Source: an optimization exercise on an open RTL-to-GDS flow (aim: small area, a short achievable clock period and few clock cycles per item). Production flows keep margins and buffers that such runs may drop.
The RTL was checked by simulation tests, not by an equivalence proof against the original design.

### flow/config.mk
export PLATFORM = sky130hd
export DESIGN_NAME = drive_to_relative_point
export DESIGN_NICKNAME = drive_to_relative_point
export VERILOG_FILES = /design/flow/design.v
export SDC_FILE = /design/flow/constraint.sdc
export NUM_CORES = 4
export LEC_CHECK = 0
export CAP_MARGIN = 20
export CORE_MARGIN = 2
export CORE_UTILIZATION = 40
export SETUP_SLACK_MARGIN = 5
export SLEW_MARGIN = 20
### flow/constraint.sdc
create_clock -name core_clock -period 11.0 [get_ports {i_clk}]
set_input_delay 2.2000 -clock core_clock [delete_from_list [all_inputs] [get_ports {i_clk}]]
set_output_delay 2.2000 -clock core_clock [all_outputs]
set_load 0.01 [all_outputs]
### flow/design.v
`timescale 1ns / 1ps
package dtrp_pkg;
    localparam int MAG_W   = 31;
    localparam int SPEED_W = 15;
    localparam int ROOT_W  = 32;
    localparam int RAD_W   = 2 * ROOT_W;
    localparam int NUM_W   = MAG_W + SPEED_W;
    localparam int QUOT_W  = 16;
    localparam int OUT_W   = 16;
    localparam int CIDX_W  = 3;
    localparam int CDAT_W  = 32;
    typedef enum logic [1:0] {
        ACT_START  = 2'd0,
        ACT_UPDATE = 2'd1,
        ACT_TICK   = 2'd2
    } t_action;
    localparam logic [1:0] CAUSE_NONE    = 2'd0;
    localparam logic [1:0] CAUSE_REACHED = 2'd1;
    localparam logic [1:0] CAUSE_TIMEOUT = 2'd2;
    localparam logic [CIDX_W-1:0] REG_OFFSET_X   = 3'd0;
    localparam logic [CIDX_W-1:0] REG_OFFSET_Y   = 3'd1;
    localparam logic [CIDX_W-1:0] REG_TGT_HDG    = 3'd2;
    localparam logic [CIDX_W-1:0] REG_SPEED      = 3'd3;
    localparam logic [CIDX_W-1:0] REG_THRESHOLD  = 3'd4;
    localparam logic [CIDX_W-1:0] REG_TIMEOUT    = 3'd5;
    localparam logic [CIDX_W-1:0] REG_STOP       = 3'd6;
endpackage
`timescale 1ns / 1ps
import dtrp_pkg::*;
module dtrp_sqrt (
    input  logic [35:0] i_s,
    input  logic        i_f,
    input  logic [31:0] i_r,
    input  logic [30:0] i_x,
    input  logic [30:0] i_y,
    input  logic        i_bx,
    input  logic        i_by,
    output logic [35:0] o_s,
    output logic        o_f,
    output logic [31:0] o_r,
    output logic        o_c1
);
    logic [39:0] ea, xa, ya, k1, k2, d1, d2;
    logic [32:0] rp1;
    assign ea = {{2{i_s[35]}}, i_s, 2'b00};
    assign xa = i_bx ? {7'b0, i_x, 2'b01} : 40'd0;
    assign ya = i_by ? {7'b0, i_y, 2'b01} : 40'd0;
    assign k1 = i_f ? {4'b0000, i_r, 4'b1100} : (40'd0 - {4'b0000, i_r, 4'b0100});
    assign k2 = i_f ? 40'd0 : (40'd0 - {3'b000, i_r, 5'b10000});
    assign d1  = ea + xa + ya + k1;
    assign d2  = ea + xa + ya + k2;
    assign rp1 = {1'b0, i_r} + 33'd1;
    assign o_c1 = !d1[39];
    always_comb begin
        if (!d2[39]) begin
            o_s = d2[35:0];
            o_f = 1'b0;
            o_r = {rp1[30:0], 1'b0};
        end else if (!d1[39]) begin
            o_s = d1[35:0];
            o_f = 1'b0;
            o_r = {i_r[30:0], 1'b1};
        end else begin
            o_s = d1[35:0];
            o_f = 1'b1;
            o_r = {i_r[30:0], 1'b0};
        end
    end
endmodule
`timescale 1ns / 1ps
import dtrp_pkg::*;
module dtrp_div (
    input  logic [32:0] i_s,
    input  logic        i_f,
    input  logic [30:0] i_a,
    input  logic [31:0] i_r,
    input  logic        i_bit,
    output logic [32:0] o_s,
    output logic        o_f,
    output logic [1:0]  o_qd
);
    logic [35:0] sa, aa, k1, k2, d1, d2;
    assign sa = {{2{i_s[32]}}, i_s, 1'b0};
    assign aa = i_bit ? {5'b0, i_a} : 36'd0;
    assign k1 = i_f ? {4'b0000, i_r} : (36'd0 - {4'b0000, i_r});
    assign k2 = i_f ? 36'd0 : (36'd0 - {3'b000, i_r, 1'b0});
    assign d1 = sa + aa + k1;
    assign d2 = sa + aa + k2;
    always_comb begin
        if (!d2[35]) begin
            o_s  = d2[32:0];
            o_f  = 1'b0;
            o_qd = 2'd2;
        end else if (!d1[35]) begin
            o_s  = d1[32:0];
            o_f  = 1'b0;
            o_qd = 2'd1;
        end else begin
            o_s  = d1[32:0];
            o_f  = 1'b1;
            o_qd = 2'd0;
        end
    end
endmodule
`timescale 1ns / 1ps
import dtrp_pkg::*;
module dtrp_rot_step (
    input  logic [2:0] i_rem,
    input  logic [1:0] i_bits,
    output logic [2:0] o_rem,
    output logic [1:0] o_q
);
    logic [4:0] v;
    assign v = {i_rem, i_bits};
    always_comb begin
        if (v >= 5'd15) begin
            o_q = 2'd3; o_rem = 3'(v - 5'd15);
        end else if (v >= 5'd10) begin
            o_q = 2'd2; o_rem = 3'(v - 5'd10);
        end else if (v >= 5'd5) begin
            o_q = 2'd1; o_rem = 3'(v - 5'd5);
        end else begin
            o_q = 2'd0; o_rem = v[2:0];
        end
    end
endmodule
module dtrp_rot (
    input  logic [9:0]       i_q5,
    input  logic [2:0]       i_r5,
    input  logic             i_big,
    input  logic             i_neg,
    output logic [OUT_W-1:0] o_vel_rot
);
    logic [4:0]  frac;
    logic [14:0] v;
    always_comb begin
        case (i_r5)
            3'd1:    frac = 5'd6;
            3'd2:    frac = 5'd12;
            3'd3:    frac = 5'd19;
            3'd4:    frac = 5'd25;
            default: frac = 5'd0;
        endcase
    end
    assign v = i_big ? 15'd24576 : {i_q5, frac};
    assign o_vel_rot = i_neg ? (16'd0 - {1'b0, v}) : {1'b0, v};
endmodule
`timescale 1ns / 1ps
import dtrp_pkg::*;
module drive_to_relative_point #(
    parameter int POS_WIDTH     = 32,
    parameter int VEL_FRAC_BITS = 15
) (
    input  logic                 i_clk,
    input  logic                 i_rst_n,
    input  logic                 i_cfg_we,
    input  logic [CIDX_W-1:0]    i_cfg_idx,
    input  logic [CDAT_W-1:0]    i_cfg_wdata,
    input  logic                 i_in_valid,
    output logic                 o_in_ready,
    input  logic [1:0]           i_action,
    input  logic [POS_WIDTH-1:0] i_pos_x,
    input  logic [POS_WIDTH-1:0] i_pos_y,
    input  logic [31:0]          i_yaw,
    output logic                 o_out_valid,
    input  logic                 i_out_ready,
    output logic [OUT_W-1:0]     o_vel_x,
    output logic [OUT_W-1:0]     o_vel_y,
    output logic [OUT_W-1:0]     o_vel_rot,
    output logic                 o_finished,
    output logic [1:0]           o_finish_cause,
    output logic                 o_stop_drive
);
    localparam int QD = 8;      
    localparam int QA = 3;      
    typedef enum logic [2:0] {
        S_IDLE, S_CLAMP, S_ABS, S_LZ, S_SQ, S_END
    } t_front;
    logic [31:0]        r_off_x, r_off_y, r_tgt_hdg;
    logic [SPEED_W-1:0] r_speed;
    logic [15:0]        r_thresh;
    logic [23:0]        r_tmo;
    logic               r_stop;
    logic [31:0]        r_goal_x, r_goal_y;
    logic               r_running;
    logic [23:0]        r_ticks;
    t_front             s_state;
    logic               r_in_ready;
    logic [32:0]        r_dx, r_dy, r_err;
    logic               r_xneg, r_yneg, r_eneg, r_shift, r_big;
    logic [30:0]        r_x, r_y;
    logic [35:0]        r_e;
    logic               r_ef;
    logic [31:0]        r_r;
    logic [4:0]         r_ptr;
    logic               r_pend;
    logic [QA-1:0]      r_pend_idx;
    logic               r_bx, r_by;
    logic               d_valid, d_run;
    logic [30:0]        d_ax, d_ay;
    logic [31:0]        d_r;
    logic [32:0]        d_remx, d_remy;
    logic               d_fx, d_fy;
    logic [SPEED_W-1:0] d_qx, d_qy;
    logic               d_xneg, d_yneg;
    logic [3:0]         d_j;
    logic               d_bit;
    logic [11:0]        d_e;
    logic [2:0]         d_r5;
    logic [2:0]         d_rcnt;
    logic               d_big, d_eneg;
    logic [3:0]         q_mem [QD];
    logic [QA-1:0]      q_wr, q_rd;
    logic [QA:0]        q_cnt;
    logic               r_out_valid;
    logic [OUT_W-1:0]   r_o_vx, r_o_vy, r_o_vrot;
    logic               r_o_fin, r_o_sdrv;
    logic [1:0]         r_o_cause;
    always_ff @(posedge i_clk) begin
        if (!i_rst_n) begin
            r_off_x   <= '0;
            r_off_y   <= '0;
            r_tgt_hdg <= '0;
            r_speed   <= '0;
            r_thresh  <= 16'd256;
            r_tmo     <= '0;
            r_stop    <= 1'b0;
        end else if (i_cfg_we) begin
            case (i_cfg_idx)
                REG_OFFSET_X:  r_off_x   <= i_cfg_wdata;
                REG_OFFSET_Y:  r_off_y   <= i_cfg_wdata;
                REG_TGT_HDG:   r_tgt_hdg <= i_cfg_wdata;
                REG_SPEED:     r_speed   <= i_cfg_wdata[SPEED_W-1:0];
                REG_THRESHOLD: r_thresh  <= i_cfg_wdata[15:0];
                REG_TIMEOUT:   r_tmo     <= i_cfg_wdata[23:0];
                REG_STOP:      r_stop    <= i_cfg_wdata[0];
                default: ;
            endcase
        end
    end
    logic        accept, is_start;
    logic [31:0] op_x, op_y;
    logic [32:0] sum_x, sum_y, err;
    logic [11:0] err_lo;
    logic        err_big;
    logic [23:0] n_ticks;
    logic        tmo_hit;
    logic [31:0] ax32, ay32;
    logic        wide;
    logic [30:0] nz;
    logic [4:0]  lead;
    logic        lead_bx, lead_by;
    logic [1:0]  lead_x2, lead_y2, lead_r;
    logic [4:0]  lead_m, lead_e;
    logic [35:0] e_n;
    logic        ef_n;
    logic [31:0] r_n;
    logic        c1_n;
    logic [4:0]  ptr_m1, ptr_m2;
    logic        nxt_bx, nxt_by;
    logic        reach_d, running_eff, sq_last, direct;
    logic        q_push, q_pop, pop_upd, d_free, d_done, q_room, handoff;
    logic [3:0]  q_in;
    logic [3:0]  q_head;
    logic        head_ok, can_load;
    t_front      s_next;
    logic [3:0]  spd_lead;
    assign accept   = i_in_valid && r_in_ready;
    assign is_start = (i_action == ACT_START);
    assign op_x     = is_start ? r_off_x : r_goal_x;
    assign op_y     = is_start ? r_off_y : r_goal_y;
    assign sum_x    = 33'($signed(op_x))
                    + 33'($signed(is_start ? i_pos_x : ~i_pos_x))
                    + 33'(!is_start);
    assign sum_y    = 33'($signed(op_y))
                    + 33'($signed(is_start ? i_pos_y : ~i_pos_y))
                    + 33'(!is_start);
    assign err      = 33'($signed(r_tgt_hdg)) - 33'($signed(i_yaw));
    assign n_ticks  = (r_ticks != '1) ? (r_ticks + 24'd1) : r_ticks;
    assign tmo_hit  = (r_tmo != '0) && (n_ticks >= r_tmo);
    assign ax32    = r_dx[32] ? 32'(33'd0 - r_dx) : r_dx[31:0];
    assign ay32    = r_dy[32] ? 32'(33'd0 - r_dy) : r_dy[31:0];
    assign wide    = ax32[31] | ay32[31];
    assign err_lo  = r_err[32] ? (12'd0 - r_err[11:0]) : r_err[11:0];
    assign err_big = r_err[32] ? ($signed(r_err) <= -33'sd3840)
                               : (r_err >= 33'd3840);
    assign nz = r_dx[30:0] | r_dy[30:0];
    always_comb begin
        lead = '0;
        for (int i = 0; i < 31; i++) begin
            if (nz[i]) lead = 5'(i);
        end
    end
    assign lead_x2 = {r_dx[lead], (lead != '0) && r_dx[lead - 5'd1]};
    assign lead_y2 = {r_dy[lead], (lead != '0) && r_dy[lead - 5'd1]};
    assign lead_m  = {3'd0, lead_x2} * {3'd0, lead_x2}
                   + {3'd0, lead_y2} * {3'd0, lead_y2};
    assign lead_r  = (lead_m >= 5'd16) ? 2'd2 : (lead_m >= 5'd4) ? 2'd1 : 2'd0;
    assign lead_e  = lead_m - {1'b0, lead_r, 2'b00} * {3'd0, lead_r};
    assign lead_bx = (lead > 5'd1) && r_dx[lead - 5'd2];
    assign lead_by = (lead > 5'd1) && r_dy[lead - 5'd2];
    assign ptr_m1  = r_ptr - 5'd1;
    assign ptr_m2  = r_ptr - 5'd2;
    assign nxt_bx  = (r_ptr > 5'd1) && r_dx[ptr_m2];
    assign nxt_by  = (r_ptr > 5'd1) && r_dy[ptr_m2];
    dtrp_sqrt u_sqrt (
        .i_s  (r_e),
        .i_f  (r_ef),
        .i_r  (r_r),
        .i_x  (r_x),
        .i_y  (r_y),
        .i_bx (r_bx),
        .i_by (r_by),
        .o_s  (e_n),
        .o_f  (ef_n),
        .o_r  (r_n),
        .o_c1 (c1_n)
    );
    assign reach_d     = r_pend && !r_shift && (d_r <= {16'd0, r_thresh});
    assign running_eff = r_running && !reach_d;
    always_comb begin
        spd_lead = '0;
        for (int i = 0; i < SPEED_W; i++) begin
            if (r_speed[i]) spd_lead = 4'(i);
        end
    end
    assign q_head   = q_mem[q_rd];
    assign d_done   = d_valid && !d_run && (d_rcnt == '0);
    assign can_load = !r_out_valid || i_out_ready;
    assign head_ok  = (q_cnt != '0) && (!q_head[3] || d_done);
    assign q_pop    = can_load && head_ok;
    assign pop_upd  = q_pop && q_head[3];
    assign d_free   = !d_valid || (d_done && !r_out_valid &&
                                   (q_cnt != '0) && q_head[3]);
    assign q_room   = (q_cnt != (QA+1)'(QD));
    assign sq_last  = (s_state == S_SQ) && (r_ptr == '0);
    assign direct   = sq_last && d_free && q_room;
    assign handoff  = ((s_state == S_END) || sq_last) && d_free && q_room;
    always_comb begin
        q_push = 1'b0;
        q_in   = 4'b0;
        s_next = s_state;
        case (s_state)
            S_IDLE: begin
                if (accept) begin
                    case (i_action)
                        ACT_START: begin
                            q_push = 1'b1;
                            s_next = S_CLAMP;
                        end
                        ACT_UPDATE: begin
                            if (running_eff) s_next = S_ABS;
                            else           q_push = 1'b1;
                        end
                        ACT_TICK: begin
                            q_push = 1'b1;
                            if (running_eff && tmo_hit)
                                q_in = {1'b0, CAUSE_TIMEOUT, r_stop};
                        end
                        default: q_push = 1'b1;
                    endcase
                end
            end
            S_CLAMP: s_next = S_IDLE;
            S_ABS:   s_next = S_LZ;
            S_LZ:    s_next = (lead == '0) ? S_END : S_SQ;
            S_SQ: begin
                if (direct) begin
                    q_push = 1'b1;
                    q_in   = {1'b1, CAUSE_NONE, 1'b0};
                    s_next = S_IDLE;
                end else if (r_ptr == '0) begin
                    s_next = S_END;
                end
            end
            S_END: begin
                if (handoff) begin
                    q_push = 1'b1;
                    q_in   = {1'b1, CAUSE_NONE, 1'b0};
                    s_next = S_IDLE;
                end
            end
            default: s_next = S_IDLE;
        endcase
    end
    always_ff @(posedge i_clk) begin
        if (!i_rst_n) begin
            s_state    <= S_IDLE;
            r_in_ready <= 1'b1;
            r_pend     <= 1'b0;
            r_goal_x   <= '0;
            r_goal_y   <= '0;
            r_running  <= 1'b0;
            r_ticks    <= '0;
        end else begin
            s_state    <= s_next;
            r_in_ready <= (s_next == S_IDLE) &&
                          ((q_cnt + (QA+1)'(q_push) - (QA+1)'(q_pop)) != (QA+1)'(QD));
            r_pend <= handoff;
            if (handoff) r_pend_idx <= q_wr;
            if (reach_d) r_running <= 1'b0;
            if (accept) begin
                case (i_action)
                    ACT_START: begin
                        r_ticks   <= '0;
                        r_running <= 1'b1;
                    end
                    ACT_TICK: begin
                        if (running_eff) begin
                            r_ticks <= n_ticks;
                            if (tmo_hit) r_running <= 1'b0;
                        end
                    end
                    default: ;
                endcase
            end
            if (s_state == S_CLAMP) begin
                r_goal_x <= (r_dx[32:31] == 2'b01) ? 32'h7FFF_FFFF :
                            (r_dx[32:31] == 2'b10) ? 32'h8000_0000 : r_dx[31:0];
                r_goal_y <= (r_dy[32:31] == 2'b01) ? 32'h7FFF_FFFF :
                            (r_dy[32:31] == 2'b10) ? 32'h8000_0000 : r_dy[31:0];
            end
        end
    end
    always_ff @(posedge i_clk) begin
        case (s_state)
            S_IDLE: begin
                r_dx  <= sum_x;
                r_dy  <= sum_y;
                r_err <= err;
            end
            S_ABS: begin
                r_dx    <= {2'b00, wide ? ax32[31:1] : ax32[30:0]};
                r_dy    <= {2'b00, wide ? ay32[31:1] : ay32[30:0]};
                r_xneg  <= r_dx[32];
                r_yneg  <= r_dy[32];
                r_shift <= wide;
                r_err   <= {21'd0, err_lo};
                r_eneg  <= r_err[32];
                r_big   <= err_big;
            end
            S_LZ: begin
                r_r   <= (lead == '0) ? {31'd0, (nz != '0)} : {30'd0, lead_r};
            end
            S_SQ: begin
                r_r   <= r_n;
            end
            default: ;
        endcase
    end
    always_ff @(posedge i_clk) begin
        if (s_state == S_LZ) begin
            r_x   <= {29'd0, lead_x2};
            r_y   <= {29'd0, lead_y2};
            r_e   <= {31'd0, lead_e};
            r_ef  <= 1'b0;
            r_ptr <= lead - 5'd1;
            r_bx  <= lead_bx;
            r_by  <= lead_by;
        end else begin
            r_e   <= e_n;
            r_ef  <= ef_n;
            r_x   <= {r_x[29:0], r_bx};
            r_y   <= {r_y[29:0], r_by};
            r_ptr <= ptr_m1;
            r_bx  <= nxt_bx;
            r_by  <= nxt_by;
        end
    end
    logic [32:0] remx_n, remy_n;
    logic        fx_n, fy_n;
    logic [1:0]  qdx, qdy;
    logic [3:0]  j_m1;
    logic [15:0] spd16;
    logic [SPEED_W-2:0] qx_inc, qy_inc;
    logic [2:0]  r5_n;
    logic [1:0]  q5_n;
    assign j_m1  = d_j - 4'd1;
    assign qx_inc = d_qx[SPEED_W-2:0] + 14'd1;
    assign qy_inc = d_qy[SPEED_W-2:0] + 14'd1;
    assign spd16 = {1'b0, r_speed};
    dtrp_div u_divx (
        .i_s   (d_remx),
        .i_f   (d_fx),
        .i_a   (d_ax),
        .i_r   (d_r),
        .i_bit (d_bit),
        .o_s   (remx_n),
        .o_f   (fx_n),
        .o_qd  (qdx)
    );
    dtrp_div u_divy (
        .i_s   (d_remy),
        .i_f   (d_fy),
        .i_a   (d_ay),
        .i_r   (d_r),
        .i_bit (d_bit),
        .o_s   (remy_n),
        .o_f   (fy_n),
        .o_qd  (qdy)
    );
    dtrp_rot_step u_rot_step (
        .i_rem  (d_r5),
        .i_bits (d_e[11:10]),
        .o_rem  (r5_n),
        .o_q    (q5_n)
    );
    always_ff @(posedge i_clk) begin
        if (!i_rst_n) begin
            d_valid <= 1'b0;
            d_run   <= 1'b0;
            d_rcnt  <= '0;
        end else if (handoff) begin
            d_valid <= 1'b1;
            d_run   <= (direct || (r_r != '0)) && (r_speed != '0);
            d_rcnt  <= 3'd6;
        end else begin
            if (pop_upd) d_valid <= 1'b0;
            if (d_run && d_j == '0) d_run <= 1'b0;
            if (d_rcnt != '0) d_rcnt <= d_rcnt - 3'd1;
        end
    end
    always_ff @(posedge i_clk) begin
        if (handoff) begin
            d_ax   <= r_dx[30:0];
            d_ay   <= r_dy[30:0];
            d_r    <= direct ? {r_r[30:0], c1_n} : r_r;
            d_qx   <= '0;
            d_qy   <= '0;
            d_xneg <= r_xneg;
            d_yneg <= r_yneg;
            d_e    <= r_err[11:0];
            d_r5   <= '0;
            d_big  <= r_big;
            d_eneg <= r_eneg;
        end else begin
            if (d_run) begin
                d_qx   <= {qdx[1] ? qx_inc : d_qx[SPEED_W-2:0], qdx[0]};
                d_qy   <= {qdy[1] ? qy_inc : d_qy[SPEED_W-2:0], qdy[0]};
            end
            if (d_rcnt != '0) begin
                d_e  <= {d_e[9:0], q5_n};
                d_r5 <= r5_n;
            end
        end
    end
    always_ff @(posedge i_clk) begin
        if (handoff) begin
            d_remx <= '0;
            d_remy <= '0;
            d_fx   <= 1'b0;
            d_fy   <= 1'b0;
            d_j    <= spd_lead;
            d_bit  <= 1'b1;
        end else begin
            d_remx <= remx_n;
            d_remy <= remy_n;
            d_fx   <= fx_n;
            d_fy   <= fy_n;
            d_j    <= j_m1;
            d_bit  <= spd16[j_m1];
        end
    end
    always_ff @(posedge i_clk) begin
        if (!i_rst_n) begin
            q_wr  <= '0;
            q_rd  <= '0;
            q_cnt <= '0;
        end else begin
            if (q_push) begin
                q_mem[q_wr] <= q_in;
                q_wr        <= q_wr + 1'b1;
            end
            if (reach_d) begin
                q_mem[r_pend_idx] <= {1'b1, CAUSE_REACHED, r_stop};
            end
            if (q_pop) q_rd <= q_rd + 1'b1;
            q_cnt <= q_cnt + (QA+1)'(q_push) - (QA+1)'(q_pop);
        end
    end
    logic [OUT_W-1:0] vx, vy, vrot;
    assign vx = d_xneg ? (OUT_W'(0) - OUT_W'(d_qx)) : OUT_W'(d_qx);
    assign vy = d_yneg ? (OUT_W'(0) - OUT_W'(d_qy)) : OUT_W'(d_qy);
    dtrp_rot u_rot (
        .i_q5      (d_e[9:0]),
        .i_r5      (d_r5),
        .i_big     (d_big),
        .i_neg     (d_eneg),
        .o_vel_rot (vrot)
    );
    always_ff @(posedge i_clk) begin
        if (!i_rst_n) begin
            r_out_valid <= 1'b0;
        end else if (can_load) begin
            r_out_valid <= head_ok;
        end
    end
    always_ff @(posedge i_clk) begin
        if (q_pop) begin
            r_o_vx    <= q_head[3] ? vx   : '0;
            r_o_vy    <= q_head[3] ? vy   : '0;
            r_o_vrot  <= q_head[3] ? vrot : '0;
            r_o_fin   <= |q_head[2:1];
            r_o_cause <= q_head[2:1];
            r_o_sdrv  <= q_head[0];
        end
    end
    assign o_in_ready     = r_in_ready;
    assign o_out_valid    = r_out_valid;
    assign o_vel_x        = r_o_vx;
    assign o_vel_y        = r_o_vy;
    assign o_vel_rot      = r_o_vrot;
    assign o_finished     = r_o_fin;
    assign o_finish_cause = r_o_cause;
    assign o_stop_drive   = r_o_sdrv;
endmodule
### flow/run.sh
#!/bin/bash
# synth_recipe.tcl (not shown) runs the flow's synth.tcl, then flattens the netlist and writes it again
# the make line also repeats each setting of config.mk as NAME=value (left out here)
make -C /OpenROAD-flow-scripts/flow DESIGN_CONFIG=/design/flow/config.mk WORK_HOME=/design/flow/orfs CLKGATE_MAP_FILE= SYNTH_SCRIPT=/design/flow/synth_recipe.tcl finish
==> results.cfg, run 1 <==
[grt]
grt_first_pass_wirelength_um = 317000
overflow = 0
grt_max_degree = 200
grt_usage = 0.248
first_global_vias = 53917
antenna_found_initial = 10

[final_layout]
nets = 8450
drive_above_1_share = 0.117
fill_cells = 15245
area_growth_pct = 16.4

[critical_path]
worstSetupEndpoint = r_r[24]
crit_slowest_cell = fa_1
reg2reg_slack_ns = 4.64
cp_common_cell = a31oi_4
crit_start = r_bx
path_max_fanout = 6
worstReg2RegStart = r_bx
critical_path_class = flip-flop to flip-flop
crit_path_end_kind = flip-flop
worstPathRequired_ns = 11.58
cpPeakStageDelay_ns = 0.49
critPathLaunchType = flip-flop
reg2regPathDepth = 28
r2r-end = r_r[24]
arrival_ns = 6.95

[logic_synthesis]
synth_area_per_cell_um2 = 8.36
synthFlopType = dfxtp_1
synth_commonest_cells = 959 x nand2_1, 614 x nor2_1, 549 x a21oi_1
synth.net_count = 8301
synth_top_cell_area_share = 0.158
ys_seq_area_frac = 0.304
synth.largest_area_cell = dfxtp_1
synth_most_common_cell = nand2_1
netlist_instances = 7610
synthTopCellsByArea = dfxtp_1 16%, edfxtp_1 15%, ha_1 10%, nand2_1 5.7%, xnor2_1 5.0%
yosys_register_bits = 810
ys_warn_count = 5
netlist_area_mm2 = 0.0636
ys_async_sr_fraction = 0
synth_cell_types = 102
synth_edf_count = 309

[routing]
drtAntennaViolNets = 0
first_pass_iters = 6
vias = 57209
remaining_drc_errors = 0
drtIter0Drc = 5161
avgRoutedWirePerCell_um = 21.2
wl_um = 211000
routed_via_density = 5.77

[clocking]
root_buffer = clkbuf_16
cts_sinks = 810
h-tree-depth = 3
tritoncts.num_buffers = 93
clk_pin_slew_ns = 0.06
tritoncts = yes
clock_latency_ns = 0.73
cts_buffer_depth = 3

[die]
die_height_um = 403
ioPinCount = 192
die-area_mm2 = 0.162
dieWidth_um = 403
num_rows = 146
core_area_mm2 = 0.158
start_util = 0.402

[sta]
min_period_ns = 6.36
finalSetupViolations = 0
fin_crit_sh = 0.578
fin_setup_tns_ns = 0
drv_slew = 0
skew_ns = 0.0436
finalHoldViolCount = 0
worstMarginPinSlew_ns = 1.06
grt_setup_unrepaired = yes
relSlewSlack = 0.289
timing.fmax_mhz = 157
holdWs_ns = 0.432

[placed_design]
io_buffer_count = 191
place_congestion = 0.920
dp_hpwl_um = 149000

[min_path]
min_path_type = flip-flop to flip-flop
hold-path-cell-count = 1

[run]
cap_violations = 0

[run_status]
status = no timing/DRC/antenna violations
## cells by family after synthesis
logic type      Yosys count  share of synthesized area
simple gates           2672                      0.202
compound gates         2012                      0.200
flops                   810                      0.304
buf+inv                 692                     0.0425
xor+xnor                635                     0.0878
fa+ha+maj               553                      0.114
mux                     236                     0.0506
## area by class of cell
| type | count | area (um2) | share of cell area |
|---|---|---|---|
| clock inverter | 54 | 571 | 0.00771 |
| inverter | 286 | 1090 | 0.0147 |
| sequential | 810 | 19300 | 0.261 |
| tap | 2072 | 2590 | 0.0350 |
| antenna | 8 | 20.0 | 0.000270 |
| timing repair buffer | 457 | 4620 | 0.0625 |
| multi-input combinational | 6111 | 43200 | 0.584 |
| clock buffer | 121 | 2590 | 0.0350 |
## flip-flops by register name, summed over array words and instances, names as in the netlist, 32 cells and up, named ones only
signal and count:
r_e 36, d_remx 33, d_remy 33, r_dx 33, r_dy 33, r_err 33, d_r 32, q_mem 32
r_goal_x 32, r_goal_y 32, r_off_x 32, r_off_y 32, r_r 32, r_tgt_hdg 32
## how the worst min path moves through the flow
stage / startpoint / end
3_5_place_dp: r_big / d_big
5_1_grt: r_big / d_big
4_1_cts: r_y[26] / r_y[27]
2_1_floorplan: r_big / d_big
6_report: r_y[26] / r_y[27]
3_3_place_gp: q_mem[0][1] / q_mem[0][1]
## placed cells by master (no fill, tap or decap), types with 52 or more instances in the layout
master	count
nand2_1	930
nor2_1	599
a21oi_1	512
dfxtp_1	495
ha_1	489
o21ai_0	487
xnor2_1	360
edfxtp_1	309
inv_1	279
xor2_1	268
and2_1	228
buf_4	209
a21boi_0	202
clkdlybuf4s50_1	187
a21o_1	178
nand3_1	141
nor3_1	108
clkbuf_16	101
mux2i_1	91
o21a_1	82
mux2_2	82
nand2b_1	80
nand4_1	73
and3_1	69
nor2b_1	66
a211oi_1	60
nor4_1	59
mux4_2	57
o31ai_1	53
or3_1	52
## stage by stage
stage          worst slack (ns)  cell area [um2]  std cells  utilization
6_report                   4.64            74000       9919        0.468
2_1_floorplan              4.70            63700       7610            -
3_3_place_gp               3.28            67200       9537        0.425
3_5_place_dp               3.16            67200       9538        0.425
4_1_cts                    4.76            72600       9831        0.459
5_1_grt                    4.43            74000       9912        0.468
## repair_timing
| item | 4_1_cts | 5_1_grt |
|---|---|---|
| pin swaps | 81 | 96 |
| hold buffers | 0 | 0 |
| gates resized for setup | 224 | 155 |
| cloned | 16 | 5 |
| setup buffers | 102 | 75 |
| endpoints found under the setup margin | 198 | 170 |
## per-layer routing
metal / share of wire / up-vias / global-route usage
li1: - / 27469 / -
met1: 0.44 / 27364 / 0.341
met2: 0.45 / 1978 / 0.397
met3: 0.066 / 394 / 0.0352
met4: 0.038 / 4 / 0.0891
met5: 0.00014 / - / 0
## critical path: cells and delay by family (launching register included)
| family | cells | cell delay (ns) |
|---|---|---|
| DFF | 1 | 0.37 |
| adders and majority gates | 4 | 1.31 |
| and+or+nand+nor | 5 | 1.09 |
| buffers and inverters | 2 | 0.26 |
| xor gates and xnor gates | 1 | 0.21 |
| AOI/OAI and AO/OA | 16 | 3.01 |
Testbench counts, summed over its fixed seeds: cycles 67,409, items 6,400.
==> inputs of run 2 (changes only) <==
--- a/flow/design.v
+++ b/flow/design.v
@@ -31,24 +31,20 @@
     input  logic [35:0] i_s,
     input  logic        i_f,
     input  logic [31:0] i_r,
-    input  logic [30:0] i_x,
-    input  logic [30:0] i_y,
-    input  logic        i_bx,
-    input  logic        i_by,
+    input  logic [34:0] i_dxy,
     output logic [35:0] o_s,
     output logic        o_f,
     output logic [31:0] o_r,
     output logic        o_c1
 );
-    logic [39:0] ea, xa, ya, k1, k2, d1, d2;
+    logic [39:0] ea, xy, k1, k2, d1, d2;
     logic [32:0] rp1;
     assign ea = {{2{i_s[35]}}, i_s, 2'b00};
-    assign xa = i_bx ? {7'b0, i_x, 2'b01} : 40'd0;
-    assign ya = i_by ? {7'b0, i_y, 2'b01} : 40'd0;
+    assign xy = {5'b0, i_dxy};
     assign k1 = i_f ? {4'b0000, i_r, 4'b1100} : (40'd0 - {4'b0000, i_r, 4'b0100});
     assign k2 = i_f ? 40'd0 : (40'd0 - {3'b000, i_r, 5'b10000});
-    assign d1  = ea + xa + ya + k1;
-    assign d2  = ea + xa + ya + k2;
+    assign d1  = ea + xy + k1;
+    assign d2  = ea + xy + k2;
     assign rp1 = {1'b0, i_r} + 33'd1;
     assign o_c1 = !d1[39];
     always_comb begin
@@ -196,6 +192,7 @@
     logic               r_pend;
     logic [QA-1:0]      r_pend_idx;
     logic               r_bx, r_by;
+    logic [34:0]        r_dxy;
     logic               d_valid, d_run;
     logic [30:0]        d_ax, d_ay;
     logic [31:0]        d_r;
@@ -258,6 +255,8 @@
     logic        c1_n;
     logic [4:0]  ptr_m1, ptr_m2;
     logic        nxt_bx, nxt_by;
+    logic [30:0] x_n, y_n;
+    logic [34:0] dxy_n, dxy_lead;
     logic        reach_d, running_eff, sq_last, direct;
     logic        q_push, q_pop, pop_upd, d_free, d_done, q_room, handoff;
     logic [3:0]  q_in;
@@ -303,14 +302,17 @@
     assign ptr_m2  = r_ptr - 5'd2;
     assign nxt_bx  = (r_ptr > 5'd1) && r_dx[ptr_m2];
     assign nxt_by  = (r_ptr > 5'd1) && r_dy[ptr_m2];
+    assign x_n      = {r_x[29:0], r_bx};
+    assign y_n      = {r_y[29:0], r_by};
+    assign dxy_n    = (nxt_bx ? {2'b00, x_n, 2'b01} : 35'd0)
+                    + (nxt_by ? {2'b00, y_n, 2'b01} : 35'd0);
+    assign dxy_lead = (lead_bx ? {29'd0, lead_x2, 2'b01} : 35'd0)
+                    + (lead_by ? {29'd0, lead_y2, 2'b01} : 35'd0);
     dtrp_sqrt u_sqrt (
         .i_s  (r_e),
         .i_f  (r_ef),
         .i_r  (r_r),
-        .i_x  (r_x),
-        .i_y  (r_y),
-        .i_bx (r_bx),
-        .i_by (r_by),
+        .i_dxy (r_dxy),
         .o_s  (e_n),
         .o_f  (ef_n),
         .o_r  (r_n),
@@ -457,14 +459,16 @@
             r_ptr <= lead - 5'd1;
             r_bx  <= lead_bx;
             r_by  <= lead_by;
+            r_dxy <= dxy_lead;
         end else begin
             r_e   <= e_n;
             r_ef  <= ef_n;
-            r_x   <= {r_x[29:0], r_bx};
-            r_y   <= {r_y[29:0], r_by};
+            r_x   <= x_n;
+            r_y   <= y_n;
             r_ptr <= ptr_m1;
             r_bx  <= nxt_bx;
             r_by  <= nxt_by;
+            r_dxy <= dxy_n;
         end
     end
     logic [32:0] remx_n, remy_n;
==> run 2 against run 1 <==
Net effect: wire length is 2.7% lower; highest routed layer unchanged; die area is 0.39% lower; fmax is 7.3% higher; sequential share of layout area is 1.1 points higher.
==> results.cfg, run 2 <==
[run_status]
status = no timing/DRC/antenna violations

[logic_synthesis]
synth_area_per_cell_um2 = 8.20
synthTopCellsByArea = dfxtp_1 17%, edfxtp_1 15%, ha_1 11%, a21oi_1 6.0%, xnor2_1 5.5%
ys_seq_area_frac = 0.315
synthFlopType = dfxtp_1
synth.largest_area_cell = dfxtp_1
synthAdderAreaFrac = 0.112
synth-xor-area-share = 0.0951
netlist_area_mm2 = 0.0633
yosys.area_share.simple = 0.197
synth.net_count = 8424
synth_compound_area_frac = 0.196
ys_async_sr_fraction = 0
synth_most_common_cell = nand2_1
ys_warn_count = 5
synth.mux.area_fraction = 0.0437
yosys_register_bits = 842
synth_top_cell_area_share = 0.168
synth_commonest_cells = 877 x nand2_1, 821 x nor2_1, 756 x a21oi_1
netlist_instances = 7728
synth_top_family_by_area = simple AND/OR/NAND/NOR gates
synth_cell_types = 87
synth_edf_count = 309

[sta]
fin_crit_sh = 0.539
skew_ns = 0.0787
min_period_ns = 5.93
finalSetupViolations = 0
grt_setup_unrepaired = yes
fin_ws_ns = 5.07
relSlewSlack = 0.312
drv_slew = 0
finalHoldViolCount = 0
timing.fmax_mhz = 169
worstMarginPinSlew_ns = 1.01
fin_setup_tns_ns = 0

[routing]
vias = 57156
remaining_drc_errors = 0
avgRoutedWirePerCell_um = 20.5
routed_via_density = 5.70
drtIter0Drc = 5007
first_pass_iters = 7
drtAntennaViolNets = 0
wl_um = 205000

[final_layout]
final_common_cell = nand2_1
largestRegisters = r_e: 36 flops, r_dxy: 34 flops
nets = 8549
largest-register = r_e
fill_cells = 15533
multi_input_area_mm2 = 0.0421
regArea_mm2 = 0.0200
largest_register_ff_count = 36
drive_above_1_share = 0.0990
area_growth_pct = 15.8
layout_common_cells = 873 x nand2_1, 811 x nor2_1, 722 x a21oi_1, 527 x dfxtp_1, 526 x ha_1

[grt]
grt_max_degree = 116
grt_usage = 0.242
overflow = 0
first_global_vias = 53224
antenna_found_initial = 11
grt_first_pass_wirelength_um = 310000

[clocking]
clock_latency_ns = 0.77
clk_pin_slew_ns = 0.06
h-tree-depth = 3
cts_buffer_depth = 3
cts_sinks = 842
tritoncts = yes
tritoncts.num_buffers = 101
root_buffer = clkbuf_16

[die]
ioPinCount = 192
core_area_mm2 = 0.158
dieWidth_um = 402
num_rows = 146
start_util = 0.401
die_height_um = 402
die-area_mm2 = 0.162

[critical_path]
worstPathRequired_ns = 11.61
crit_slowest_cell = o32a_1
critical_path_class = flip-flop to flip-flop
path_max_fanout = 14
crit_path_end_kind = flip-flop
critPathLaunchType = flip-flop
cpPeakStageDelay_ns = 0.38
arrival_ns = 6.54

[run]
cap_violations = 0

[min_path]
min_path_type = flip-flop to flip-flop

[placed_design]
io_buffer_count = 191
dp_hpwl_um = 147000
dp_slack_ns = 3.28
place_congestion = 0.956
run 2: changes by cell type after synthesis, sizes merged, moves of 26 or more:
cell and delta:
dfxtp +32, a21boi -187, nor2 +206, nand2 -81
fa -29, nand3 +28, a21oi +204, xnor2 +33
ha +34, and3 -32, o21ai -26
run 2: logic make-up (layout without fill, tap and decap cells):
group                      after synthesis  after routing
adders and majority gates              558            558
and+or+nand+nor                       2716           2719
other                                    0              7
AOI/OAI and AO/OA                     2027           2027
muxes                                  210            210
buffers and inverters                  687            897
xor gates and xnor gates               688            688
DFF                                    842            842
run 2: path summary, 6_finish.rpt:
kind / cells past startpoint / slack [ns] / start / to
setup reg to reg: 29 / 5.07 / d_bit / d_remy[20]
hold reg to reg: 2 / 0.42 / r_dxy[0] / r_e[0]
hold / removal: 2 / 0.42 / r_dxy[0] / r_e[0]
setup / recovery: 29 / 5.07 / d_bit / d_remy[20]
run 2: per-stage QoR:
| stage | util | std cells | hold slack (ns) | cell area [um2] |
|---|---|---|---|---|
| after global placement | 0.425 | 9675 | 0.404 | 67100 |
| after CTS | 0.454 | 9919 | 0.424 | 71700 |
| after detailed placement | 0.425 | 9676 | 0.406 | 67100 |
| final | 0.465 | 10020 | 0.422 | 73400 |
| after floorplan | - | 7728 | 0.399 | 63400 |
| after global routing | 0.465 | 10014 | 0.440 | 73300 |
run 2: routing by layer:
metal / share of wire / up-vias / track usage
met5: 0.000078 / - / 0
met4: 0.038 / 2 / 0.0902
met3: 0.069 / 396 / 0.0361
met2: 0.45 / 1871 / 0.383
met1: 0.45 / 27275 / 0.334
li1: - / 27612 / -
run 2: area by class of cell:
cell class / count / share of cell area
antenna: 7 / 0.000239
clock buffer: 130 / 0.0369
clock inverter: 61 / 0.0111
inverter: 287 / 0.0150
multi-input combinational: 6202 / 0.574
sequential: 842 / 0.272
tap: 2072 / 0.0353
timing repair buffer: 419 / 0.0554
run 2: critical path: cells and delay by family (launching register included):
| family | cells | cell delay, ns |
|---|---|---|
| buf+inv | 4 | 0.64 |
| fa+ha+maj | 2 | 0.52 |
| compound gates | 14 | 3.22 |
| xor+xnor | 2 | 0.39 |
| flops | 1 | 0.37 |
| simple gates | 7 | 0.62 |
run 2: repair_timing:
item                       in CTS  in global routing
resized for setup             127                166
pin swaps                      41                 93
setup endpoints to repair     213                181
setup buffers                  46                 86
gates cloned                    6                  8
hold buffers                    0                  0
Testbench counts of run 2, summed over its fixed seeds: cycles 67,409, items 6,400.
==> inputs of run 3 (changes only) <==
==> flow/flow/run.sh (new file) <==
#!/bin/bash
set -euo pipefail
MARGIN=7
sed "s/SETUP_SLACK_MARGIN=[0-9.-]*/SETUP_SLACK_MARGIN=${MARGIN}/" standard.sh > standard_margin.sh
grep -q "SETUP_SLACK_MARGIN=${MARGIN} " standard_margin.sh
bash standard_margin.sh > standard.log 2>&1
==> flow/standard.sh (new file) <==
#!/bin/bash
# synth_recipe.tcl (not shown) runs the flow's synth.tcl, then flattens the netlist and writes it again
# the make line also repeats each setting of config.mk as NAME=value (left out here)
make -C /OpenROAD-flow-scripts/flow DESIGN_CONFIG=/design/flow/config.mk WORK_HOME=/design/flow/orfs CLKGATE_MAP_FILE= SYNTH_SCRIPT=/design/flow/synth_recipe.tcl "${@:-finish}"
removed: flow/run.sh
==> run 3 against run 2 <==
Net effect: clock skew down 0.0086 ns; still clean on timing, DRC and antenna; critical path depth down 1; register-to-register slack worse by 0.04 ns; sequential cell count unchanged; utilization up 6.3 points; worst hold slack better by 0.0020 ns; largest cell class unchanged; first-iteration DRC count up 17%; final cell count up 4.5%; synthesized area unchanged; synthesized cell count unchanged; highest routed layer unchanged; fmax down 0.60%.
==> results.cfg, run 3 <==
[run_status]
status = no timing/DRC/antenna violations

[final_layout]
regArea_mm2 = 0.0200
fin_cells = 10466
final_common_cell = nand2_1
layout_common_cells = 822 x nand2_1, 729 x nor2_1, 616 x a21oi_1, 516 x dfxtp_1, 456 x ha_1
largestRegisters = r_e: 36 flops, r_dxy: 34 flops
multi_input_area_mm2 = 0.0467
nets = 9002
area_growth_pct = 31.4
largest-register = r_e
largest_register_ff_count = 36
drive_above_1_share = 0.226
fill_cells = 14287

[logic_synthesis]
ys_async_sr_fraction = 0
yosys_register_bits = 842
synth_area_per_cell_um2 = 8.20
synth.net_count = 8424
synth_commonest_cells = 877 x nand2_1, 821 x nor2_1, 756 x a21oi_1
synth_top_cell_area_share = 0.168
synth_most_common_cell = nand2_1
synthFlopType = dfxtp_1
synth_cell_types = 87
ys_warn_count = 5
synthTopCellsByArea = dfxtp_1 17%, edfxtp_1 15%, ha_1 11%, a21oi_1 6.0%, xnor2_1 5.5%
netlist_instances = 7728
ys_seq_area_frac = 0.315
synth_edf_count = 309
synth.largest_area_cell = dfxtp_1
netlist_area_mm2 = 0.0633

[grt]
grt_first_pass_wirelength_um = 342000
first_global_vias = 57631
grt_max_degree = 114
overflow = 0
antenna_found_initial = 8
grt_usage = 0.269

[critical_path]
crit_cells = 28
r2r-end = d_remy[28]
crit_slowest_cell = or4_1
worstReg2RegStart = d_bit
worstSetupEndpoint = d_remy[28]
crit_family = compound AO/OA/AOI/OAI gates
critPathLaunchType = flip-flop
path_buf_inv = 4
cpPeakStageDelay_ns = 0.46
crit_start = d_bit
arrival_ns = 6.60
worstPathRequired_ns = 11.64
crit_path_end_kind = flip-flop
critical_path_class = flip-flop to flip-flop
reg2reg_slack_ns = 5.04
reg2regPathDepth = 28
path_max_fanout = 5

[placed_design]
dp_slack_ns = 3.62
dp_hpwl_um = 146000
io_buffer_count = 191
placed_cells = 9653
place_congestion = 0.931

[routing]
routed_via_density = 5.77
drtAntennaViolNets = 0
first_pass_iters = 6
wl_um = 228000
drtIter0Drc = 5871
remaining_drc_errors = 0
vias = 60439
avgRoutedWirePerCell_um = 21.8

[sta]
fin_crit_sh = 0.542
timing.fmax_mhz = 168
fin_ws_ns = 5.04
relSlewSlack = 0.111
worstMarginPinSlew_ns = 1.32
finalHoldViolCount = 0
fin_setup_tns_ns = 0
grt_setup_unrepaired = yes
finalSetupViolations = 0
drv_slew = 0
skew_ns = 0.0701
holdWs_ns = 0.424
min_period_ns = 5.96

[die]
num_rows = 146
die_height_um = 402
ioPinCount = 192
start_util = 0.401
die-area_mm2 = 0.162
dieWidth_um = 402
core_area_mm2 = 0.158

[clocking]
root_buffer = clkbuf_16
cts_sinks = 842
tritoncts.num_buffers = 100
tritoncts = yes
cts_buffer_depth = 3
clock_latency_ns = 0.77
h-tree-depth = 3
clk_pin_slew_ns = 0.07
hold_buffers = 0

[run]
cap_violations = 0

[min_path]
min_path_type = flip-flop to flip-flop
[run 3: cell types whose count changed in the layout (fill, tap and decap cells not counted), moves of 37 or more]
cell	change
a21oi_1	-106
a21oi_2	+90
buf_16	+37
buf_4	+251
buf_6	+112
ha_1	-70
ha_4	+57
nand2_1	-51
nor2_1	-82
nor2_4	+49
o21ai_0	-85
o21ai_1	+44
xnor2_1	-53
xnor2_2	+44
[run 3: per-stage QoR]
step                utilization  instance area, um2
detailed placement        0.435               68600
CTS                       0.508               80200
floorplan                     -               65700
global route              0.527               83200
global placement          0.435               68600
finish                    0.527               83200
[run 3: worst reg2reg max path, delay by kind of cell (launching register included)]
kind            cells  cell delay (ns)
compound gates     14             3.07
xor+xnor            2             0.32
simple gates        6             0.98
flops               1             0.36
fa+ha+maj           2             0.50
buf+inv             4             0.64
[run 3: logic make-up (layout without fill, tap and decap cells)]
kind of cell / count (synthesis) / count (layout) / share of synthesized area
other: 0 / 1 / 0
xor gates and xnor gates: 688 / 688 / 0.0951
DFF: 842 / 842 / 0.315
buffers and inverters: 687 / 1339 / 0.0413
adders and majority gates: 558 / 558 / 0.112
and+or+nand+nor: 2716 / 2726 / 0.197
muxes: 210 / 210 / 0.0437
AOI/OAI and AO/OA: 2027 / 2030 / 0.196
[run 3: layout make-up]
type,count,area share
Multi-Input combinational cell,6212,0.561
Sequential cell,842,0.240
Timing Repair Buffer,857,0.109
Clock buffer,128,0.0337
Tap cell,2072,0.0311
Inverter,287,0.0139
Clock inverter,61,0.0103
Timing Repair inverter,6,0.00113
Antenna cell,1,0.0000301
[run 3: how the worst min path moves through the flow]
stage | from | endpoint | slack [ns] | cells past startpoint
after floorplan | r_dxy[0] | r_e[0] | 0.40 | 2
after global placement | r_big | d_big | 0.40 | 0
after detailed placement | r_big | d_big | 0.41 | 0
after CTS | r_big | d_big | 0.43 | 0
after global routing | r_eneg | d_eneg | 0.44 | 0
final | r_big | d_big | 0.42 | 0
[run 3: repair_timing]
action / in CTS / in global routing
setup endpoints to repair: 452 / 398
setup buffers: 415 / 140
pin swaps: 347 / 280
gates cloned: 63 / 4
resized for setup: 812 / 353
[run 3: metal layers]
| metal | up-vias | global-route usage | routed length, um | share of wire |
|---|---|---|---|---|
| met5 | - | 0 | 56 | 0.00025 |
| met4 | 8 | 0.123 | 11800 | 0.052 |
| met3 | 564 | 0.0469 | 18100 | 0.079 |
| met2 | 2366 | 0.417 | 99900 | 0.44 |
| met1 | 28895 | 0.365 | 98300 | 0.43 |
| li1 | 28606 | - | - | - |
==> inputs of run 4 (changes only) <==
--- a/flow/design.v
+++ b/flow/design.v
@@ -37,14 +37,18 @@
     output logic [31:0] o_r,
     output logic        o_c1
 );
-    logic [39:0] ea, xy, k1, k2, d1, d2;
+    logic [39:0] ea, xy, k1, k2, d1, d2, s1, c1, s2, c2;
     logic [32:0] rp1;
     assign ea = {{2{i_s[35]}}, i_s, 2'b00};
     assign xy = {5'b0, i_dxy};
     assign k1 = i_f ? {4'b0000, i_r, 4'b1100} : (40'd0 - {4'b0000, i_r, 4'b0100});
     assign k2 = i_f ? 40'd0 : (40'd0 - {3'b000, i_r, 5'b10000});
-    assign d1  = ea + xy + k1;
-    assign d2  = ea + xy + k2;
+    assign s1  = ea ^ xy ^ k1;
+    assign c1  = {((ea[38:0] & xy[38:0]) | (ea[38:0] & k1[38:0]) | (xy[38:0] & k1[38:0])), 1'b0};
+    assign s2  = ea ^ xy ^ k2;
+    assign c2  = {((ea[38:0] & xy[38:0]) | (ea[38:0] & k2[38:0]) | (xy[38:0] & k2[38:0])), 1'b0};
+    assign d1  = s1 + c1;
+    assign d2  = s2 + c2;
     assign rp1 = {1'b0, i_r} + 33'd1;
     assign o_c1 = !d1[39];
     always_comb begin
@@ -75,13 +79,17 @@
     output logic        o_f,
     output logic [1:0]  o_qd
 );
-    logic [35:0] sa, aa, k1, k2, d1, d2;
+    logic [35:0] sa, aa, k1, k2, d1, d2, s1, c1, s2, c2;
     assign sa = {{2{i_s[32]}}, i_s, 1'b0};
     assign aa = i_bit ? {5'b0, i_a} : 36'd0;
     assign k1 = i_f ? {4'b0000, i_r} : (36'd0 - {4'b0000, i_r});
     assign k2 = i_f ? 36'd0 : (36'd0 - {3'b000, i_r, 1'b0});
-    assign d1 = sa + aa + k1;
-    assign d2 = sa + aa + k2;
+    assign s1 = sa ^ aa ^ k1;
+    assign c1 = {((sa[34:0] & aa[34:0]) | (sa[34:0] & k1[34:0]) | (aa[34:0] & k1[34:0])), 1'b0};
+    assign s2 = sa ^ aa ^ k2;
+    assign c2 = {((sa[34:0] & aa[34:0]) | (sa[34:0] & k2[34:0]) | (aa[34:0] & k2[34:0])), 1'b0};
+    assign d1 = s1 + c1;
+    assign d2 = s2 + c2;
     always_comb begin
         if (!d2[35]) begin
             o_s  = d2[32:0];
==> flow/run.sh (new file) <==
#!/bin/bash
# synth_recipe.tcl (not shown) runs the flow's synth.tcl, then flattens the netlist and writes it again
# the make line also repeats each setting of config.mk as NAME=value (left out here)
make -C /OpenROAD-flow-scripts/flow DESIGN_CONFIG=/design/flow/config.mk WORK_HOME=/design/flow/orfs CLKGATE_MAP_FILE= SYNTH_SCRIPT=/design/flow/synth_recipe.tcl finish
removed: flow/flow/run.sh
removed: flow/standard.sh
==> run 4 against run 3 <==
Net effect: critical path type unchanged; via count decreased by 7.6%; utilization decreased by 6.6 points; non-clock buffer count decreased by 438; die area increased by 1.9%; global-route usage decreased by 3.3 points; still clean; wire length decreased by 12%; first-iteration DRC count decreased by 22%; critical path depth decreased by 4; count of clock-buffer cells in the layout increased by 16.
==> results.cfg, run 4 <==
[grt]
grt_busiest_layer = met2
grt_first_pass_wirelength_um = 306000
use_met2 = 0.366
grt_util_met3 = 0.0356
first_global_vias = 52798
overflow = 0
grt_usage = 0.237
antenna_found_initial = 3
globalRouteMet1Util = 0.334
grt_max_degree = 112

[die]
start_util = 0.403
core_area_mm2 = 0.160
die_height_um = 406
num_rows = 147
ioPinCount = 192
die-area_mm2 = 0.165
dieWidth_um = 406

[critical_path]
critical_path_class = flip-flop to flip-flop
crit_family = simple AND/OR/NAND/NOR gates
crit_start = d_r[0]
r2r-end = d_remx[6]
reg2reg_slack_ns = 5.14
crit_path_end_kind = flip-flop
path_buf_inv = 5
reg2regPathDepth = 24
worstPathRequired_ns = 11.59
critPathLaunchType = flip-flop
crit_slowest_cell = fa_1
path_max_fanout = 19
cpPeakStageDelay_ns = 0.52
worstReg2RegStart = d_r[0]
crit_chain = buf_4 > or3_4 > or3_4 > nor3_4 > nand2b_1 > nor2_2 > xor2_1 > nor2_1 > fa_1 > ha_2 > or3_1 > o22a_1 > a41oi_4 > o2111ai_2 > a2111oi_4 > buf_4 > nor3_4 > buf_4 > o21ai_4 > buf_12 > buf_16 > a211oi_2 > a21oi_1 > nor2_1
arrival_ns = 6.45
cp_common_cell = buf_4

[sta]
relSlewSlack = 0.219
finalSetupViolations = 0
skew_ns = 0.0921
fin_crit_sh = 0.533
timing.fmax_mhz = 171
worstMarginPinSlew_ns = 1.16
fin_setup_tns_ns = 0
drv_slew = 0
min_period_ns = 5.86
grt_setup_unrepaired = yes
finalHoldViolCount = 0

[clocking]
h-tree-depth = 3
tritoncts = yes
root_buffer = clkbuf_16
clk_pin_slew_ns = 0.06
cts_sinks = 842
tritoncts.num_buffers = 101
clock_latency_ns = 0.77
cts_buffer_depth = 3

[logic_synthesis]
synth_cell_types = 112
ys_seq_area_frac = 0.309
ys_warn_count = 5
synth_commonest_cells = 1061 x nand2_1, 706 x a21oi_1, 642 x inv_1
ys_async_sr_fraction = 0
synth.largest_area_cell = dfxtp_1
yosys_register_bits = 842
synthTopCellsByArea = dfxtp_1 17%, edfxtp_1 14%, ha_1 9.2%, nand2_1 6.2%, fa_1 6.0%
synth_edf_count = 309
synth_area_per_cell_um2 = 8.36
synth_top_cell_area_share = 0.165
synth_most_common_cell = nand2_1
synth.net_count = 8530
synthFlopType = dfxtp_1
netlist_area_mm2 = 0.0646
netlist_instances = 7724

[routing]
drtAntennaViolNets = 0
avgRoutedWirePerCell_um = 19.9
vias = 55842
remaining_drc_errors = 0
routed_via_density = 5.53
first_pass_iters = 6
drtIter0Drc = 4601
wl_um = 201000

[final_layout]
final_common_cell = nand2_1
regArea_mm2 = 0.0200
fill_cells = 15715
largest_register_ff_count = 36
final_util = 0.461
layout_common_cells = 1055 x nand2_1, 701 x a21oi_1, 637 x inv_1, 551 x nor2_1, 526 x dfxtp_1
nets = 8655
drive_above_1_share = 0.0847
multi_input_area_mm2 = 0.0415
n_antenna_cell = 0
largestRegisters = r_e: 36 flops, r_dxy: 34 flops
largest-register = r_e
area_growth_pct = 14.5

[placed_design]
dp_hpwl_um = 147000
io_buffer_count = 191
place_congestion = 0.932

[run_status]
status = no timing/DRC/antenna violations

[run]
cap_violations = 0

[min_path]
whs_endpoint = d_big
hold-path-cell-count = 0
min_path_type = flip-flop to flip-flop
min_from = r_big
==> run 4: cell types whose count changed in the layout (fill, tap and decap cells not counted), moves of 61 or more <==
cell     previous run  this run
nor2_1            729       551
fa_1                7       193
buf_6             117         2
nand2_1           822      1055
a21oi_1           616       701
a21oi_2           122         5
xnor2_1           334       395
buf_4             445       209
ha_4               66         5
xor2_1            282       170
inv_1             260       637
==> run 4: how the worst max path moves through the flow <==
stage / cells past startpoint / end / slack (ns)
6_report: 24 / d_remx[6] / 5.14
3_3_place_gp: 16 / r_dy[30] / 3.45
4_1_cts: 22 / d_remx[7] / 4.88
3_5_place_dp: 16 / r_dy[30] / 3.43
2_1_floorplan: 19 / r_dy[30] / 4.76
5_1_grt: 21 / d_remx[30] / 4.90
==> run 4: per-layer routing <==
layer,share of wire,vias to the layer above
met5,0,-
met4,0.035,0
met3,0.065,348
met2,0.44,1777
met1,0.46,26802
li1,-,26915
==> run 4: area by class of cell <==
cell class,count,area share
Multi-Input combinational cell,5837,0.561
Tap cell,2160,0.0366
Inverter,647,0.0335
Timing Repair Buffer,419,0.0519
Sequential cell,842,0.270
Timing Repair inverter,1,0.000152
Clock inverter,45,0.00712
Clock buffer,144,0.0393
==> run 4: cells by family (layout without fill, tap and decap cells) <==
| kind of cell | count (synthesis) | after routing | share of synthesized area |
|---|---|---|---|
| mux | 193 | 193 | 0.0386 |
| compound gates | 1815 | 1816 | 0.173 |
| xor+xnor | 572 | 572 | 0.0781 |
| flops | 842 | 842 | 0.309 |
| simple gates | 2588 | 2588 | 0.186 |
| buf+inv | 1046 | 1256 | 0.0632 |
| fa+ha+maj | 668 | 668 | 0.152 |
==> run 4: repair_timing <==
action / in CTS / in global routing
gates resized for setup: 71 / 112
buffers inserted: 62 / 91
cloned: 1 / 3
hold buffers: 0 / 0
pin swaps: 8 / 26
endpoints found under the setup margin: 135 / 150
==> run 4: worst register-to-register path: stages, from the launching register on <==
cell       delay [ns]
edfxtp_1         0.48
buf_4            0.18
or3_4            0.34
or3_4            0.38
nor3_4           0.22
nand2b_1         0.16
nor2_2           0.17
xor2_1           0.24
nor2_1           0.13
fa_1             0.52
ha_2             0.22
or3_1            0.31
o22a_1           0.26
a41oi_4          0.33
o2111ai_2        0.22
a2111oi_4        0.38
buf_4            0.19
nor3_4           0.05
buf_4            0.15
o21ai_4          0.14
buf_12           0.16
buf_16           0.18
a211oi_2         0.10
a21oi_1          0.14
nor2_1           0.05
==> run 4: per-stage QoR <==
step / instances / instance area [um2] / hold WS, ns / worst slack, ns
floorplan: 7724 / 64600 / 0.399 / 4.76
global placement: 9749 / 68200 / 0.403 / 3.45
detailed placement: 9749 / 68200 / 0.405 / 3.43
CTS: 10001 / 72500 / 0.416 / 4.88
global route: 10095 / 73900 / 0.428 / 4.90
finish: 10095 / 73900 / 0.417 / 5.14
Testbench counts of run 4, summed over its fixed seeds: cycles 67,409, items 6,400.
==> inputs of run 5 (changes only) <==
--- a/flow/design.v
+++ b/flow/design.v
@@ -41,12 +41,12 @@
     logic [32:0] rp1;
     assign ea = {{2{i_s[35]}}, i_s, 2'b00};
     assign xy = {5'b0, i_dxy};
-    assign k1 = i_f ? {4'b0000, i_r, 4'b1100} : (40'd0 - {4'b0000, i_r, 4'b0100});
-    assign k2 = i_f ? 40'd0 : (40'd0 - {3'b000, i_r, 5'b10000});
+    assign k1 = i_f ? {4'b0000, i_r, 4'b1100} : ~{4'b0000, i_r, 4'b0100};
+    assign k2 = i_f ? 40'd0 : ~{3'b000, i_r, 5'b10000};
     assign s1  = ea ^ xy ^ k1;
-    assign c1  = {((ea[38:0] & xy[38:0]) | (ea[38:0] & k1[38:0]) | (xy[38:0] & k1[38:0])), 1'b0};
+    assign c1  = {((ea[38:0] & xy[38:0]) | (ea[38:0] & k1[38:0]) | (xy[38:0] & k1[38:0])), !i_f};
     assign s2  = ea ^ xy ^ k2;
-    assign c2  = {((ea[38:0] & xy[38:0]) | (ea[38:0] & k2[38:0]) | (xy[38:0] & k2[38:0])), 1'b0};
+    assign c2  = {((ea[38:0] & xy[38:0]) | (ea[38:0] & k2[38:0]) | (xy[38:0] & k2[38:0])), !i_f};
     assign d1  = s1 + c1;
     assign d2  = s2 + c2;
     assign rp1 = {1'b0, i_r} + 33'd1;
@@ -82,12 +82,12 @@
     logic [35:0] sa, aa, k1, k2, d1, d2, s1, c1, s2, c2;
     assign sa = {{2{i_s[32]}}, i_s, 1'b0};
     assign aa = i_bit ? {5'b0, i_a} : 36'd0;
-    assign k1 = i_f ? {4'b0000, i_r} : (36'd0 - {4'b0000, i_r});
-    assign k2 = i_f ? 36'd0 : (36'd0 - {3'b000, i_r, 1'b0});
+    assign k1 = i_f ? {4'b0000, i_r} : ~{4'b0000, i_r};
+    assign k2 = i_f ? 36'd0 : ~{3'b000, i_r, 1'b0};
     assign s1 = sa ^ aa ^ k1;
-    assign c1 = {((sa[34:0] & aa[34:0]) | (sa[34:0] & k1[34:0]) | (aa[34:0] & k1[34:0])), 1'b0};
+    assign c1 = {((sa[34:0] & aa[34:0]) | (sa[34:0] & k1[34:0]) | (aa[34:0] & k1[34:0])), !i_f};
     assign s2 = sa ^ aa ^ k2;
-    assign c2 = {((sa[34:0] & aa[34:0]) | (sa[34:0] & k2[34:0]) | (aa[34:0] & k2[34:0])), 1'b0};
+    assign c2 = {((sa[34:0] & aa[34:0]) | (sa[34:0] & k2[34:0]) | (aa[34:0] & k2[34:0])), !i_f};
     assign d1 = s1 + c1;
     assign d2 = s2 + c2;
     always_comb begin
==> flow/flow/run.sh (new file) <==
#!/bin/bash
set -euo pipefail
MARGIN=7
sed "s/SETUP_SLACK_MARGIN=[0-9.-]*/SETUP_SLACK_MARGIN=${MARGIN}/" standard.sh > standard_margin.sh
grep -q "SETUP_SLACK_MARGIN=${MARGIN} " standard_margin.sh
bash standard_margin.sh > standard.log 2>&1
==> flow/standard.sh (new file) <==
#!/bin/bash
# synth_recipe.tcl (not shown) runs the flow's synth.tcl, then flattens the netlist and writes it again
# the make line also repeats each setting of config.mk as NAME=value (left out here)
make -C /OpenROAD-flow-scripts/flow DESIGN_CONFIG=/design/flow/config.mk WORK_HOME=/design/flow/orfs CLKGATE_MAP_FILE= SYNTH_SCRIPT=/design/flow/synth_recipe.tcl "${@:-finish}"
removed: flow/run.sh
==> run 5 against run 4 <==
Net effect: register-to-register slack gained 0.32 ns; first-iteration DRC count is 19% higher; sequential cell count is the same; utilization increased by 6.9 points; worst setup slack better by 0.32 ns; critical path type unchanged; critical endpoint is now r_e[3]; highest routed layer is now met5.
==> results.cfg, run 5 <==
[die]
die_height_um = 403
core_area_mm2 = 0.158
dieWidth_um = 403
start_util = 0.402
die-area_mm2 = 0.162
num_rows = 146

[final_layout]
fin_cells = 10345
final_common_cell = nand2_1
drive_above_1_share = 0.223
largest-register = r_e
nets = 9055
largest_register_ff_count = 36
fill_cells = 14101
regArea_mm2 = 0.0200

[placed_design]
dp_slack_ns = 3.13
dp_hpwl_um = 149000
place_congestion = 0.948
placed_cells = 9557

[critical_path]
path_max_fanout = 6
cpPeakStageDelay_ns = 0.52
crit_family = simple AND/OR/NAND/NOR gates
cp_common_cell = buf_4
worstPathRequired_ns = 11.68
critical_path_class = flip-flop to flip-flop
crit_path_end_kind = flip-flop

[routing]
drtAntennaViolNets = 0
routed_via_density = 5.72
wl_um = 232000
vias = 59195
drtIter0Drc = 5459
remaining_drc_errors = 0
first_pass_iters = 6

[logic_synthesis]
ys_async_sr_fraction = 0
netlist_area_mm2 = 0.0636
ys_warn_count = 5
synth_most_common_cell = nand2_1
synth_edf_count = 309
synthFlopType = dfxtp_1
netlist_instances = 7593
synth_commonest_cells = 1021 x nand2_1, 669 x nor2_1, 651 x a21oi_1
synth_area_per_cell_um2 = 8.38
yosys_register_bits = 842

[min_path]
min_path_type = flip-flop to flip-flop

[clocking]
tritoncts.num_buffers = 99
tritoncts = yes
clk_pin_slew_ns = 0.06
cts_sinks = 842

[grt]
overflow = 0
grt_usage = 0.271
first_global_vias = 56956
antenna_found_initial = 16

[sta]
timing.fmax_mhz = 181
finalHoldViolCount = 0
holdWs_ns = 0.423
fin_ws_ns = 5.46
fin_crit_sh = 0.504
grt_setup_unrepaired = yes
worstMarginPinSlew_ns = 1.21
relSlewSlack = 0.183
skew_ns = 0.0468
min_period_ns = 5.54

[run]
cap_violations = 0

[run_status]
status = no timing/DRC/antenna violations
[run 5: worst paths after layout]
check / startpoint / endpoint / slack (ns) / cells past startpoint
setup reg to reg: r_dy[17] / r_e[3] / 5.46 / 24
hold reg to reg: r_big / d_big / 0.42 / 0
setup / recovery: r_dy[17] / r_e[3] / 5.46 / 24
hold / removal: r_big / d_big / 0.42 / 0
[run 5: metal layers]
layer | global-route usage | share of wire | vias to the layer above
met5 | 0 | 0.00045 | -
met4 | 0.118 | 0.051 | 16
met3 | 0.0575 | 0.085 | 590
met2 | 0.426 | 0.45 | 2386
met1 | 0.360 | 0.42 | 28800
li1 | - | - | 27403
[run 5: kinds of logic after synthesis]
logic type | count (synthesis) | synth area share
flip-flops | 842 | 0.313
AND/OR/NAND/NOR | 2581 | 0.185
XOR/XNOR | 519 | 0.0715
AO/OA/AOI/OAI | 1756 | 0.169
multiplexers | 141 | 0.0325
adder cells (fa/ha/maj) | 739 | 0.168
buffers and inverters | 1015 | 0.0605
[run 5: area by class of cell]
class / count / area share
Tap cell: 2072 / 0.0309
Clock buffer: 139 / 0.0349
Sequential cell: 842 / 0.238
Timing Repair Buffer: 849 / 0.108
Clock inverter: 49 / 0.00681
Timing Repair inverter: 2 / 0.000239
Multi-Input combinational cell: 5743 / 0.550
Inverter: 641 / 0.0298
Antenna cell: 8 / 0.000239
[run 5: timing repair]
action                                  CTS  global route
hold buffers                              0             0
pin swaps                               301           346
buffers inserted                        399           137
cloned                                   44            12
resized for setup                       749           419
endpoints found under the setup margin  420           317
[run 5: stage by stage]
step / cell area (um2) / util
global route: 83900 / 0.530
finish: 83900 / 0.530
global placement: 69500 / 0.440
detailed placement: 69500 / 0.440
floorplan: 66300 / -
CTS: 80600 / 0.510
[run 5: worst reg2reg max path, stage by stage, from the launching register on]
cell	delay, ns
edfxtp_1	0.49
buf_6	0.18
or4_4	0.52
or3_4	0.37
a311oi_4	0.26
nor4_4	0.08
o311ai_4	0.28
buf_6	0.16
buf_16	0.13
inv_16	0.04
buf_4	0.15
nand2_1	0.06
and3_1	0.17
a311o_1	0.12
a21oi_1	0.06
o41a_2	0.49
buf_4	0.17
buf_4	0.15
fa_1	0.45
ha_2	0.19
fa_2	0.37
nor2_4	0.16
ha_4	0.15
ha_4	0.19
a21oi_2	0.11
Testbench counts of run 5, summed over its fixed seeds: cycles 67,409, items 6,400.

-- static timing again, ports no longer ideal --
Ports are ideal in the flow. The routed layouts listed here were re-timed in OpenROAD.
Step 1 (the two cells are an assumption about what drives the block):
set clk [get_ports {i_clk}]
set_driving_cell -lib_cell sky130_fd_sc_hd__clkbuf_16 $clk
set_driving_cell -lib_cell sky130_fd_sc_hd__buf_2 [delete_from_list [all_inputs] $clk]
Step 2, shift: input delay + t, output delay - t, t = (earliest + latest rising clock arrival at the registers) / 2. This alone moves slack from input paths to output paths.
a / b / c = ideal ports / drivers / drivers and shift; a / b = the first two.
| run | shift t [ns] | slack for setup (ns) | worst data-port slew with drivers (ns) |
|---|---|---|---|
| run 1 | 0.798 | 4.639 / 4.639 / 4.439 | 0.08 |
| run 2 | 0.815 | 5.071 / 5.071 / 4.364 | 0.10 |
| run 3 | 0.821 | 5.035 / 5.035 / 4.910 | 0.13 |
| run 4 | 0.815 | 5.138 / 5.138 / 4.371 | 0.10 |
| run 5 | 0.835 | 5.461 / 5.461 / 5.044 | 0.11 |
After both steps setup and hold are still met in every run listed. For run 4, which loses most, drivers alone change the setup slack by 0.000 ns; drivers and shift together by -0.767 ns.
